What follows belongs to an exercise in optimizing a design on an open flow for small area, a short achievable clock period and few clock cycles per item; a production flow would make more cautious choices.

==> run a: inputs <==
## conv_pair_top
module conv_pair_top (
    input  logic                 clk_i,
    input  logic                 reset_i,
    input  logic                 win_valid_i,
    input  logic [127:0]         win_i,            
    output logic                 credit_o,
    input  logic                 credit_i,
    output logic                 result_valid_o,
    output logic [31:0]          result_o          
);
Settings: LEC_CHECK=0, CAP_MARGIN=20, CORE_MARGIN=2, CORE_UTILIZATION=55, CTS_BUF_LIST=sky130_fd_sc_hd__clkbuf_4 sky130_fd_sc_hd__clkbuf_8, SETUP_SLACK_MARGIN=5.0, SLEW_MARGIN=20, SYNTH_HIERARCHICAL=1, SYNTH_MINIMUM_KEEP_SIZE=0; clock period 10.0 ns.
standard.sh (not shown) runs the stock make flow with config.mk's settings and CLKGATE_MAP_FILE= SYNTH_SCRIPT=/design/flow/synth_recipe.tcl, a recipe that flattens the netlist after the stock synthesis.
==> flow/flow/run.sh <==
#!/bin/bash
set -euo pipefail
bash standard.sh SETUP_SLACK_MARGIN=5.3 BUFFER_PORTS_ARGS="-buffer_cell sky130_fd_sc_hd__buf_1" finish > make.log 2>&1
==> inputs of run b, as changes to run a <==
==> flow/flow/run.sh (replaced) <==
#!/bin/bash
# Standard layout (the standard.sh, all ORFS steps), except that the port buffers are
# buf_1 cells instead of the delay buffers buffer_ports picks by default.
# Each tool's full output is in orfs/logs/; make's own output is in make.log.
set -euo pipefail
bash standard.sh BUFFER_PORTS_ARGS="-buffer_cell sky130_fd_sc_hd__buf_1" finish > make.log 2>&1
==> inputs of run c, as changes to run a <==
--- a/flow/design.v
+++ b/flow/design.v
@@ -61,17 +61,16 @@
     output logic [31:0]          result_o          
 );
     logic [1:0][16:0] row_raw;     
     logic [15:0] pa0;
     logic [15:0] pb0;
     logic [15:0] pc0;
     logic [15:0] pd0;
     logic [4:0] v0;
-    logic [3:0] u0;
     logic s0_1;
     logic k0_2;
     logic s0_3;
     logic k0_4;
     logic s0_5;
     logic k0_6;
     logic s0_7;
     logic k0_8;
@@ -299,17 +298,16 @@
     logic n0_223;
     logic n0_224;
     logic neg0, nz0;
     logic [15:0] pa1;
     logic [15:0] pb1;
     logic [15:0] pc1;
     logic [15:0] pd1;
     logic [4:0] v1;
-    logic [3:0] u1;
     logic s1_225;
     logic k1_226;
     logic s1_227;
     logic k1_228;
     logic s1_229;
     logic k1_230;
     logic s1_231;
     logic k1_232;
@@ -537,17 +535,16 @@
     logic n1_447;
     logic n1_448;
     logic neg1, nz1;
     assign pa0 = win_i[0 +: 16];   
     assign pb0 = win_i[16 +: 16];   
     assign pc0 = win_i[48 +: 16];   
     assign pd0 = win_i[64 +: 16];   
     conv_sign_word i_v0 (.a15(pa0[15]), .b15(pb0[15]), .c15(pc0[15]), .d15(pd0[15]), .v(v0));
-    assign u0 = 4'd1 - {3'd0, pa0[15]} + 4'd3 * {3'd0, pb0[15]} + 4'd3 * {3'd0, pc0[15]} + 4'd2 * {3'd0, pd0[15]};
     assign s0_1 = ~(pb0[0] ^ pc0[0]);
     assign k0_2 = pb0[0] | pc0[0];
     assign s0_3 = ~(pb0[1] ^ pb0[0]);
     assign k0_4 = pb0[1] | pb0[0];
     conv_fa i_s0_5 (.a(pc0[1]), .b(pc0[0]), .c(pd0[0]), .s(s0_5), .co(k0_6));
     conv_fa i_s0_7 (.a(~pa0[1]), .b(k0_2), .c(s0_3), .s(s0_7), .co(k0_8));
     conv_fa i_s0_9 (.a(pb0[2]), .b(pb0[1]), .c(pc0[2]), .s(s0_9), .co(k0_10));
     conv_fa i_s0_11 (.a(pc0[1]), .b(pd0[1]), .c(~pa0[2]), .s(s0_11), .co(k0_12));
@@ -651,17 +648,17 @@
     assign y0[19] = 1'b0;
     assign z0[4] = 1'b0;
     conv_nand2 i_gn0_0 (.a(~pa0[0]), .b(s0_1), .y(gn0[0]));
     conv_nor2 i_tn0_0 (.a(~pa0[0]), .b(s0_1), .y(tn0[0]));
     conv_xor2 i_p0_0 (.a(~pa0[0]), .b(s0_1), .y(p0[0]));
     conv_nand2 i_gn0_1 (.a(s0_5), .b(s0_7), .y(gn0[1]));
     conv_nor2 i_tn0_1 (.a(s0_5), .b(s0_7), .y(tn0[1]));
     conv_xor2 i_p0_1 (.a(s0_5), .b(s0_7), .y(p0[1]));
-    assign gn0[2] = ~(s0_15 & 1'b0);
+    assign gn0[2] = 1'b1;
     assign tn0[2] = ~(s0_15 | 1'b0);
     assign p0[2] = s0_15 ^ 1'b0;
     conv_nand2 i_gn0_3 (.a(k0_16), .b(s0_23), .y(gn0[3]));
     conv_nor2 i_tn0_3 (.a(k0_16), .b(s0_23), .y(tn0[3]));
     conv_xor2 i_p0_3 (.a(k0_16), .b(s0_23), .y(p0[3]));
     conv_nand2 i_gn0_4 (.a(k0_24), .b(s0_31), .y(gn0[4]));
     conv_nor2 i_tn0_4 (.a(k0_24), .b(s0_31), .y(tn0[4]));
     conv_xor2 i_p0_4 (.a(k0_24), .b(s0_31), .y(p0[4]));
@@ -692,19 +689,19 @@
     conv_nand2 i_gn0_13 (.a(k0_96), .b(s0_103), .y(gn0[13]));
     conv_nor2 i_tn0_13 (.a(k0_96), .b(s0_103), .y(tn0[13]));
     conv_xor2 i_p0_13 (.a(k0_96), .b(s0_103), .y(p0[13]));
     conv_nand2 i_gn0_14 (.a(k0_104), .b(s0_111), .y(gn0[14]));
     conv_nor2 i_tn0_14 (.a(k0_104), .b(s0_111), .y(tn0[14]));
     conv_xor2 i_p0_14 (.a(k0_104), .b(s0_111), .y(p0[14]));
     conv_oai21 i_n0_121 (.a1(tn0[1]), .a2(gn0[0]), .b1(gn0[1]), .y(n0_121));
     conv_nor2 i_n0_122 (.a(tn0[1]), .b(tn0[0]), .y(n0_122));
-    conv_oai21 i_n0_123 (.a1(tn0[2]), .a2(gn0[1]), .b1(gn0[2]), .y(n0_123));
+    assign n0_123 = ~((tn0[2] | gn0[1]) & 1'b1);
     conv_nor2 i_n0_124 (.a(tn0[2]), .b(tn0[1]), .y(n0_124));
-    conv_oai21 i_n0_125 (.a1(tn0[3]), .a2(gn0[2]), .b1(gn0[3]), .y(n0_125));
+    assign n0_125 = ~((tn0[3] | 1'b1) & gn0[3]);
     conv_nor2 i_n0_126 (.a(tn0[3]), .b(tn0[2]), .y(n0_126));
     conv_oai21 i_n0_127 (.a1(tn0[4]), .a2(gn0[3]), .b1(gn0[4]), .y(n0_127));
     conv_nor2 i_n0_128 (.a(tn0[4]), .b(tn0[3]), .y(n0_128));
     conv_oai21 i_n0_129 (.a1(tn0[5]), .a2(gn0[4]), .b1(gn0[5]), .y(n0_129));
     conv_nor2 i_n0_130 (.a(tn0[5]), .b(tn0[4]), .y(n0_130));
     conv_oai21 i_n0_131 (.a1(tn0[6]), .a2(gn0[5]), .b1(gn0[6]), .y(n0_131));
     conv_nor2 i_n0_132 (.a(tn0[6]), .b(tn0[5]), .y(n0_132));
     conv_oai21 i_n0_133 (.a1(tn0[7]), .a2(gn0[6]), .b1(gn0[7]), .y(n0_133));
@@ -812,41 +809,40 @@
     conv_nor2 i_htn0_0 (.a(k0_112), .b(s0_117), .y(htn0[0]));
     conv_xor2 i_hp0_0 (.a(k0_112), .b(s0_117), .y(hp0[0]));
     conv_nand2 i_hgn0_1 (.a(k0_118), .b(s0_119), .y(hgn0[1]));
     conv_nor2 i_htn0_1 (.a(k0_118), .b(s0_119), .y(htn0[1]));
     conv_xor2 i_hp0_1 (.a(k0_118), .b(s0_119), .y(hp0[1]));
     conv_nand2 i_hgn0_2 (.a(v0[2]), .b(k0_120), .y(hgn0[2]));
     conv_nor2 i_htn0_2 (.a(v0[2]), .b(k0_120), .y(htn0[2]));
     conv_xor2 i_hp0_2 (.a(v0[2]), .b(k0_120), .y(hp0[2]));
-    assign hgn0[3] = ~(v0[3] & 1'b0);
+    assign hgn0[3] = 1'b1;
     assign htn0[3] = ~(v0[3] | 1'b0);
     assign hp0[3] = v0[3] ^ 1'b0;
-    assign hgn0[4] = ~(v0[4] & 1'b0);
+    assign hgn0[4] = 1'b1;
     assign htn0[4] = ~(v0[4] | 1'b0);
     assign hp0[4] = v0[4] ^ 1'b0;
     conv_oai21 i_n0_219 (.a1(htn0[1]), .a2(hgn0[0]), .b1(hgn0[1]), .y(n0_219));
     conv_nor2 i_n0_220 (.a(htn0[1]), .b(htn0[0]), .y(n0_220));
-    conv_oai21 i_n0_221 (.a1(htn0[3]), .a2(hgn0[2]), .b1(hgn0[3]), .y(n0_221));
+    assign n0_221 = ~((htn0[3] | hgn0[2]) & 1'b1);
     conv_nor2 i_n0_222 (.a(htn0[3]), .b(htn0[2]), .y(n0_222));
     conv_aoi21 i_n0_223 (.a1(n0_222), .a2(n0_219), .b1(n0_221), .y(n0_223));
     conv_nand2 i_n0_224 (.a(n0_222), .b(n0_220), .y(n0_224));
     assign neg0_0 = hp0[4] ^ ~n0_223;
     assign neg1_0 = hp0[4] ^ ~(n0_223 & n0_224);
     conv_mux2i i_neg0 (.a0(neg1_0), .a1(neg0_0), .s(n0_217), .y(neg0));   
     assign nz0_0 = hp0[0] | (|(hp0[4:1] ^ ~htn0[3:0]));
     assign nz1_0 = ~&hp0;
     conv_mux2i i_nz0 (.a0(nz1_0), .a1(nz0_0), .s(n0_217), .y(nz0));   
     assign row_raw[0] = {neg0, nz0, lo0};
     assign pa1 = win_i[32 +: 16];   
     assign pb1 = win_i[48 +: 16];   
     assign pc1 = win_i[80 +: 16];   
     assign pd1 = win_i[96 +: 16];   
     conv_sign_word i_v1 (.a15(pa1[15]), .b15(pb1[15]), .c15(pc1[15]), .d15(pd1[15]), .v(v1));
-    assign u1 = 4'd1 - {3'd0, pa1[15]} + 4'd3 * {3'd0, pb1[15]} + 4'd3 * {3'd0, pc1[15]} + 4'd2 * {3'd0, pd1[15]};
     assign s1_225 = ~(pb1[0] ^ pc1[0]);
     assign k1_226 = pb1[0] | pc1[0];
     assign s1_227 = ~(pb1[1] ^ pb1[0]);
     assign k1_228 = pb1[1] | pb1[0];
     conv_fa i_s1_229 (.a(pc1[1]), .b(pc1[0]), .c(pd1[0]), .s(s1_229), .co(k1_230));
     conv_fa i_s1_231 (.a(~pa1[1]), .b(k1_226), .c(s1_227), .s(s1_231), .co(k1_232));
     conv_fa i_s1_233 (.a(pb1[2]), .b(pb1[1]), .c(pc1[2]), .s(s1_233), .co(k1_234));
     conv_fa i_s1_235 (.a(pc1[1]), .b(pd1[1]), .c(~pa1[2]), .s(s1_235), .co(k1_236));
@@ -950,17 +946,17 @@
     assign y1[19] = 1'b0;
     assign z1[4] = 1'b0;
     conv_nand2 i_gn1_0 (.a(~pa1[0]), .b(s1_225), .y(gn1[0]));
     conv_nor2 i_tn1_0 (.a(~pa1[0]), .b(s1_225), .y(tn1[0]));
     conv_xor2 i_p1_0 (.a(~pa1[0]), .b(s1_225), .y(p1[0]));
     conv_nand2 i_gn1_1 (.a(s1_229), .b(s1_231), .y(gn1[1]));
     conv_nor2 i_tn1_1 (.a(s1_229), .b(s1_231), .y(tn1[1]));
     conv_xor2 i_p1_1 (.a(s1_229), .b(s1_231), .y(p1[1]));
-    assign gn1[2] = ~(s1_239 & 1'b0);
+    assign gn1[2] = 1'b1;
     assign tn1[2] = ~(s1_239 | 1'b0);
     assign p1[2] = s1_239 ^ 1'b0;
     conv_nand2 i_gn1_3 (.a(k1_240), .b(s1_247), .y(gn1[3]));
     conv_nor2 i_tn1_3 (.a(k1_240), .b(s1_247), .y(tn1[3]));
     conv_xor2 i_p1_3 (.a(k1_240), .b(s1_247), .y(p1[3]));
     conv_nand2 i_gn1_4 (.a(k1_248), .b(s1_255), .y(gn1[4]));
     conv_nor2 i_tn1_4 (.a(k1_248), .b(s1_255), .y(tn1[4]));
     conv_xor2 i_p1_4 (.a(k1_248), .b(s1_255), .y(p1[4]));
@@ -991,19 +987,19 @@
     conv_nand2 i_gn1_13 (.a(k1_320), .b(s1_327), .y(gn1[13]));
     conv_nor2 i_tn1_13 (.a(k1_320), .b(s1_327), .y(tn1[13]));
     conv_xor2 i_p1_13 (.a(k1_320), .b(s1_327), .y(p1[13]));
     conv_nand2 i_gn1_14 (.a(k1_328), .b(s1_335), .y(gn1[14]));
     conv_nor2 i_tn1_14 (.a(k1_328), .b(s1_335), .y(tn1[14]));
     conv_xor2 i_p1_14 (.a(k1_328), .b(s1_335), .y(p1[14]));
     conv_oai21 i_n1_345 (.a1(tn1[1]), .a2(gn1[0]), .b1(gn1[1]), .y(n1_345));
     conv_nor2 i_n1_346 (.a(tn1[1]), .b(tn1[0]), .y(n1_346));
-    conv_oai21 i_n1_347 (.a1(tn1[2]), .a2(gn1[1]), .b1(gn1[2]), .y(n1_347));
+    assign n1_347 = ~((tn1[2] | gn1[1]) & 1'b1);
     conv_nor2 i_n1_348 (.a(tn1[2]), .b(tn1[1]), .y(n1_348));
-    conv_oai21 i_n1_349 (.a1(tn1[3]), .a2(gn1[2]), .b1(gn1[3]), .y(n1_349));
+    assign n1_349 = ~((tn1[3] | 1'b1) & gn1[3]);
     conv_nor2 i_n1_350 (.a(tn1[3]), .b(tn1[2]), .y(n1_350));
     conv_oai21 i_n1_351 (.a1(tn1[4]), .a2(gn1[3]), .b1(gn1[4]), .y(n1_351));
     conv_nor2 i_n1_352 (.a(tn1[4]), .b(tn1[3]), .y(n1_352));
     conv_oai21 i_n1_353 (.a1(tn1[5]), .a2(gn1[4]), .b1(gn1[5]), .y(n1_353));
     conv_nor2 i_n1_354 (.a(tn1[5]), .b(tn1[4]), .y(n1_354));
     conv_oai21 i_n1_355 (.a1(tn1[6]), .a2(gn1[5]), .b1(gn1[6]), .y(n1_355));
     conv_nor2 i_n1_356 (.a(tn1[6]), .b(tn1[5]), .y(n1_356));
     conv_oai21 i_n1_357 (.a1(tn1[7]), .a2(gn1[6]), .b1(gn1[7]), .y(n1_357));
@@ -1111,25 +1107,25 @@
     conv_nor2 i_htn1_0 (.a(k1_336), .b(s1_341), .y(htn1[0]));
     conv_xor2 i_hp1_0 (.a(k1_336), .b(s1_341), .y(hp1[0]));
     conv_nand2 i_hgn1_1 (.a(k1_342), .b(s1_343), .y(hgn1[1]));
     conv_nor2 i_htn1_1 (.a(k1_342), .b(s1_343), .y(htn1[1]));
     conv_xor2 i_hp1_1 (.a(k1_342), .b(s1_343), .y(hp1[1]));
     conv_nand2 i_hgn1_2 (.a(v1[2]), .b(k1_344), .y(hgn1[2]));
     conv_nor2 i_htn1_2 (.a(v1[2]), .b(k1_344), .y(htn1[2]));
     conv_xor2 i_hp1_2 (.a(v1[2]), .b(k1_344), .y(hp1[2]));
-    assign hgn1[3] = ~(v1[3] & 1'b0);
+    assign hgn1[3] = 1'b1;
     assign htn1[3] = ~(v1[3] | 1'b0);
     assign hp1[3] = v1[3] ^ 1'b0;
-    assign hgn1[4] = ~(v1[4] & 1'b0);
+    assign hgn1[4] = 1'b1;
     assign htn1[4] = ~(v1[4] | 1'b0);
     assign hp1[4] = v1[4] ^ 1'b0;
     conv_oai21 i_n1_443 (.a1(htn1[1]), .a2(hgn1[0]), .b1(hgn1[1]), .y(n1_443));
     conv_nor2 i_n1_444 (.a(htn1[1]), .b(htn1[0]), .y(n1_444));
-    conv_oai21 i_n1_445 (.a1(htn1[3]), .a2(hgn1[2]), .b1(hgn1[3]), .y(n1_445));
+    assign n1_445 = ~((htn1[3] | hgn1[2]) & 1'b1);
     conv_nor2 i_n1_446 (.a(htn1[3]), .b(htn1[2]), .y(n1_446));
     conv_aoi21 i_n1_447 (.a1(n1_446), .a2(n1_443), .b1(n1_445), .y(n1_447));
     conv_nand2 i_n1_448 (.a(n1_446), .b(n1_444), .y(n1_448));
     assign neg0_1 = hp1[4] ^ ~n1_447;
     assign neg1_1 = hp1[4] ^ ~(n1_447 & n1_448);
     conv_mux2i i_neg1 (.a0(neg1_1), .a1(neg0_1), .s(n1_441), .y(neg1));   
     assign nz0_1 = hp1[0] | (|(hp1[4:1] ^ ~htn1[3:0]));
     assign nz1_1 = ~&hp1;
==> flow/config.mk (replaced) <==
export PLATFORM = sky130hd
export DESIGN_NAME = conv_pair_top
export DESIGN_NICKNAME = conv_pair_top
export VERILOG_FILES = /design/flow/design.v
export SDC_FILE = /design/flow/constraint.sdc
export NUM_CORES = 4
export LEC_CHECK = 0
export CAP_MARGIN = 20
export CORE_MARGIN = 2
export CORE_UTILIZATION = 50
export CTS_BUF_LIST = sky130_fd_sc_hd__clkbuf_4 sky130_fd_sc_hd__clkbuf_8
export PLACE_DENSITY = 0.75
export SETUP_SLACK_MARGIN = 5.0
export SLEW_MARGIN = 20
export SYNTH_HIERARCHICAL = 1
export SYNTH_MINIMUM_KEEP_SIZE = 0
==> flow_summary.yaml <==
power_and_ir_drop:
  power_frac_clock_pct: 10.4
routing:
  highest_layer: "met5"
  route.met3.wl_um: 936
critical_path:
  cp_max_fo: 3
grt:
  antenna_found_initial: 1
  first_global_vias: 5702
synth:
  synth-xor-area-share_pct: 8.95
  synth_area_um2: 7730
status:
  status: "finished clean"
finish:
  post-route-util_pct: 63.3
die:
  coreArea_um2: 13800
The numbers above come from run a.

==> flow_summary.yaml <==
timing:
  period_needed_ns: 4.62
  layout_worst_path_cycle_share_pct: 46.2
routing:
  first_iter_violations: 321
  highest_layer: "met4"
  ant_nets: 0
  met1_length_mm: 7.93
die:
  coreArea_um2: 15100
power_and_ir_drop:
  power_frac_clock_pct: 9.3
critical_path:
  cp_max_fo: 3
  slowest_delay_ns: 0.59
  cp-end-kind: "flop"
  crit_chain: "buf_1 -> fa_1 -> fa_1 -> fa_1 -> nor2_2 -> nor2_1 -> nand2_1 -> o21ai_2 -> a21oi_2 -> mux2i_2"
grt:
  first_global_vias: 5381
  antenna_found_initial: 0
placed_design:
  dp.cells: 1031
synth:
  synth.area.mux_share_pct: 5.67
  synth_area_um2: 7710
finish:
  post-route-util_pct: 57.2
cts:
  cts_sinks: 74
status:
  status: "finished clean"
The numbers above come from run c.

==> flow_summary.yaml <==
status:
  status: "finished clean"
grt:
  antenna_found_initial: 0
  use_met3_pct: 3.81
  first_global_vias: 5702
routing:
  route.detailed.drc: 0
  highest_layer: "met4"
power_and_ir_drop:
  pg_seq_mw: 0.599
  power_frac_clock_pct: 10.6
timing:
  timing.slew.headroom_pct: 45.8
die:
  dieArea_um2: 15000
  coreArea_um2: 13800
synth:
  synth-xor-area-share_pct: 8.95
  yosys.area_share.adder_pct: 32.2
  synth_area_um2: 7730
  synth_common_cells: "fa_1 (116), nor2_1 (84), edfxtp_1 (68), inv_1 (65), nand2_1 (65)"
cts:
  htreeDepth: 3
critical_path:
  cp_max_fo: 4
  reg2reg_depth: 8
The numbers above come from run b.

No run of this note included a check of the RTL's function; only the layout flow was run.

[port drivers added, routing unchanged]
Ports are ideal in the flow. The routed layouts listed here were re-timed in OpenROAD.
Step 1: set_driving_cell puts a clkbuf_16 on clk_i and a buf_2 on each other input, an assumption about the parent block.
Step 2 times the ports against the registers' clock, not the clock port: input delays grow and output delays shrink by t, the midpoint of the rising clock arrivals with the driver on.
a / b / c = no drivers / after step 1 / after step 2; a / b = the first two.
| run | shift t [ns] | slack for setup (ns) | hold slack, ns | worst setup path at the end | worst slew at a driven data input, ns |
|---|---|---|---|---|---|
| run a | 0.387 | 5.406 / 5.412 / 5.025 | 0.535 / 0.535 / 0.535 | input to register | 0.06 |
| run b | 0.387 | 5.238 / 5.250 / 4.863 | 0.534 / 0.534 / 0.534 | input to register | 0.06 |
| run c | 0.389 | 5.378 / 5.389 / 5.001 | 0.501 / 0.501 / 0.501 | input to register | 0.05 |
After both steps setup and hold are still met in every run listed. For run a, which loses most, drivers alone change the setup slack by +0.006 ns; drivers and shift together by -0.381 ns.
